Context: an optimization exercise on an open-source flow, tuned for small area and a short achievable clock period. The choices shown serve that exercise and are no tape-out recipe. Power figures rest on the tool's default switching activity, not on a simulated workload.

// gcd_vector_sequencer
module gcd_vector_sequencer #(
  parameter int WIDTH         = 32,
  parameter int IDX_W         = 4,
  parameter int ADDR_W        = 4,
  parameter int FIN_ADDR      = 9,
  parameter int RST_CYCLES    = 1,
  parameter int SETTLE_CYCLES = 10,
  parameter int TIMEOUT       = 4096
) (
  input  logic              clk,
  input  logic              rst,
  input  logic              start,
  input  logic [IDX_W:0]    n_tests,
  input  logic              vec_we,
  input  logic [IDX_W-1:0]  vec_idx,
  input  logic [WIDTH-1:0]  vec_a,
  input  logic [WIDTH-1:0]  vec_b,
  input  logic [WIDTH-1:0]  vec_g,
  output logic              dut_rst,
  output logic              dut_en,
  output logic              dut_ld,
  output logic [WIDTH-1:0]  dut_a,
  output logic [WIDTH-1:0]  dut_b,
  input  logic [ADDR_W-1:0] dut_addr,
  input  logic [WIDTH-1:0]  dut_res,
  output logic              busy,
  output logic              done,
  output logic [IDX_W:0]    pass_cnt,
  output logic [IDX_W:0]    fail_cnt,
  output logic [IDX_W:0]    timeout_cnt,
  output logic              first_fail_vld,
  output logic [IDX_W-1:0]  first_fail_idx
);
For scale: ~3,200 cells after synthesis, roughly 1,700 flip-flops, roughly 0.060 sq mm of cells after synthesis.
clock: 5.0 ns
lec_check: 0
cap_margin: 20
core_margin: 2
core_utilization: 40
setup_slack_margin: 3.0
slew_margin: 20
standard.sh (not shown) runs the stock make flow with config.mk's settings and CLKGATE_MAP_FILE= SYNTH_SCRIPT=/design/flow/synth_recipe.tcl, a recipe that flattens the netlist after the stock synthesis.
==> flow/flow/run.sh <==
#!/bin/bash
# The standard layout (standard.sh), with these changes:
#  - port buffers are plain buf_2 cells (buffer_ports -buffer_cell) instead of the delay cells it picks;
#  - clock tree synthesis without dummy loads.
set -euo pipefail
bash standard.sh \
  BUFFER_PORTS_ARGS="-buffer_cell sky130_fd_sc_hd__buf_2" \
  CTS_ARGS="-sink_clustering_enable -repair_clock_nets -dont_use_dummy_load" \
  finish > standard.log 2>&1
Edit:
==> flow/flow/run.sh (replaced) <==
#!/bin/bash
# The standard layout (standard.sh), with these changes:
#  - port buffers are plain buf_2 cells (buffer_ports -buffer_cell) instead of the delay cells it picks;
#  - clock tree synthesis without dummy loads and with larger sink clusters (fewer leaf buffers).
set -euo pipefail
bash standard.sh \
  BUFFER_PORTS_ARGS="-buffer_cell sky130_fd_sc_hd__buf_2" \
  CTS_ARGS="-sink_clustering_enable -repair_clock_nets -dont_use_dummy_load -sink_clustering_size 25 -sink_clustering_max_diameter 100" \
  finish > standard.log 2>&1
CORE_UTILIZATION = 60   (was 40)
Design area goes down by a few percent.
Maximum frequency goes down by a little under a tenth.
Wire length goes down by roughly a tenth.
Flip-flop and latch count stays the same.
Sequential share of layout area goes up by 4.9 points.
Final cell count goes down by about a fifth.
No run of this note included a check of the RTL's function; only the layout flow was run.

========
## build 76
Another version of the RTL of gcd_vector_sequencer (not shown whole).
Size in the first run: about 3200 cells after synthesis, ~1700 flip-flops, ~230 I/O pins.
export LEC_CHECK = 0
export CAP_MARGIN = 20
export CORE_MARGIN = 2
export CORE_UTILIZATION = 60
export SETUP_SLACK_MARGIN = 3.3
export SLEW_MARGIN = 20
export SYNTH_HIERARCHICAL = 1
create_clock -name core_clock -period 5.0 [get_ports {clk}]
==> flow/flow/run.sh <==
#!/bin/bash
# The standard layout (standard.sh), with these changes:
#  - port buffers are plain buf_2 cells (buffer_ports -buffer_cell) instead of the delay cells it picks;
#  - clock tree synthesis without dummy loads and with larger sink clusters (fewer leaf buffers).
set -euo pipefail
bash standard.sh \
  BUFFER_PORTS_ARGS="-buffer_cell sky130_fd_sc_hd__buf_2" \
  CTS_ARGS="-sink_clustering_enable -repair_clock_nets -dont_use_dummy_load -sink_clustering_size 25 -sink_clustering_max_diameter 100" \
  finish > standard.log 2>&1
No stage failed in build 76, and the final checks on the layout all came back clean.
Input changes introduced in build 26 (baseline for comparison: build 76):
- SETUP_SLACK_MARGIN: 3.3 -> 3.1
--- outcome ---
Re total length of routed wires: build 26 is 25000 µm down on build 76.
Taking build 76 as the reference point, the met2 layer usage reported by global route of build 26 falls by 3.0 points.
Going from build 76 to build 26, buffer and inverter count on the worst path held steady; final worst setup slack grew by 0.013 ns; total number of H-tree levels held steady.
Utilization of the core after routing: build 26 < build 76
## Diff of input files: build 81 against build 26
- changing SETUP_SLACK_MARGIN from 3.1 to 3.5
[summary]
Between build 26 and build 81, number of cells on the worst hold path increased.
Compared with build 26, build 81 shows a post-CTS setup buffer count that is about 250% higher.
On final clock period utilization by the worst path: build 81 sits above build 26.
HPWL reported at the end of detailed placement (build 81 / build 26): 0.941
Against build 26, post-route clock skew in build 81 came out worse.
Relative to build 26, final standard cell count with taps included and fillers excluded has gone up in build 81.
Build 81: final core utilization is 10 points higher than what build 26 reported.
Looking at met3 usage in global routing, build 81 sits 2.9 points above build 26.
On via count, build 26 beats build 81.
Proportion of power drawn by the clock network on build 81 is up relative to build 26.
What build 40 does differently from build 81 at the input level:
- SETUP_SLACK_MARGIN now 2.8, was 3.5
[summary]
Against build 81, detailed-routed wire length on met2 in build 40 fell by more than 10%.
Share of the cycle needed by the critical path after routing: build 40 > build 81
Comparing the two runs side by side, build 40 comes out ahead of build 81 on cell-internal power.
The flow did not stop early for build 40: all stages ran, and the layout cleared the timing, DRC and antenna checks.
The standard cells in build 40 occupy less silicon area than those in build 81 do.
Going from build 81 to build 40, number of pins with negative max-slew slack in the final report shows no meaningful change, wire length shows a reduction of 49000 µm.
Compare build 40 and build 81 | total global routing track utilization higher: build 81
What build 40 reported for non-clock buffer count has to be multiplied by 2.1 to get the figure for build 81.
No functional check of the RTL was part of any run of this note.

[port drivers added, routing unchanged]
How much do the figures lean on ideal ports? The routed layouts below were timed once more, with nothing changed but the port constraints. Step 1 (the two cells are an assumption about what drives the block):
set clk [get_ports {clk}]
set_driving_cell -lib_cell sky130_fd_sc_hd__clkbuf_16 $clk
set_driving_cell -lib_cell sky130_fd_sc_hd__buf_2 [delete_from_list [all_inputs] $clk]
Step 2 times the ports against the registers' clock, not the clock port: input delays grow and output delays shrink by t, the midpoint of the rising clock arrivals with the driver on. Three values: ideal, step 1, step 2; two values: the first two.
run | t, ns | slack for setup (ns) | worst hold slack (ns) | worst register clock-pin slew, ns | worst data-port slew with drivers (ns)
the first run of note 1 | 0.859 | 2.626 / 2.541 / 1.903 | 0.457 / 0.398 / 0.457 | 0.07 / 0.07 | 0.18
the second run of note 1 | 0.746 | 2.445 / 2.481 / 1.735 | 0.471 / 0.471 / 0.471 | 0.10 / 0.10 | 0.13
build 76 | 0.762 | 2.807 / 2.727 / 2.201 | 0.391 / 0.391 / 0.391 | 0.10 / 0.10 | 0.17
build 26 | 0.736 | 2.819 / 2.750 / 2.196 | 0.389 / 0.389 / 0.389 | 0.10 / 0.10 | 0.14
build 81 | 0.761 | 2.801 / 2.723 / 2.210 | 0.419 / 0.419 / 0.419 | 0.11 / 0.11 | 0.21
build 40 | 0.749 | 2.747 / 2.729 / 2.040 | 0.388 / 0.388 / 0.388 | 0.10 / 0.10 | 0.16
After both steps every run listed still meets setup and hold. The setup slack of the first run of note 1, which loses most, moves by -0.085 ns with the drivers and by -0.723 ns with both steps.
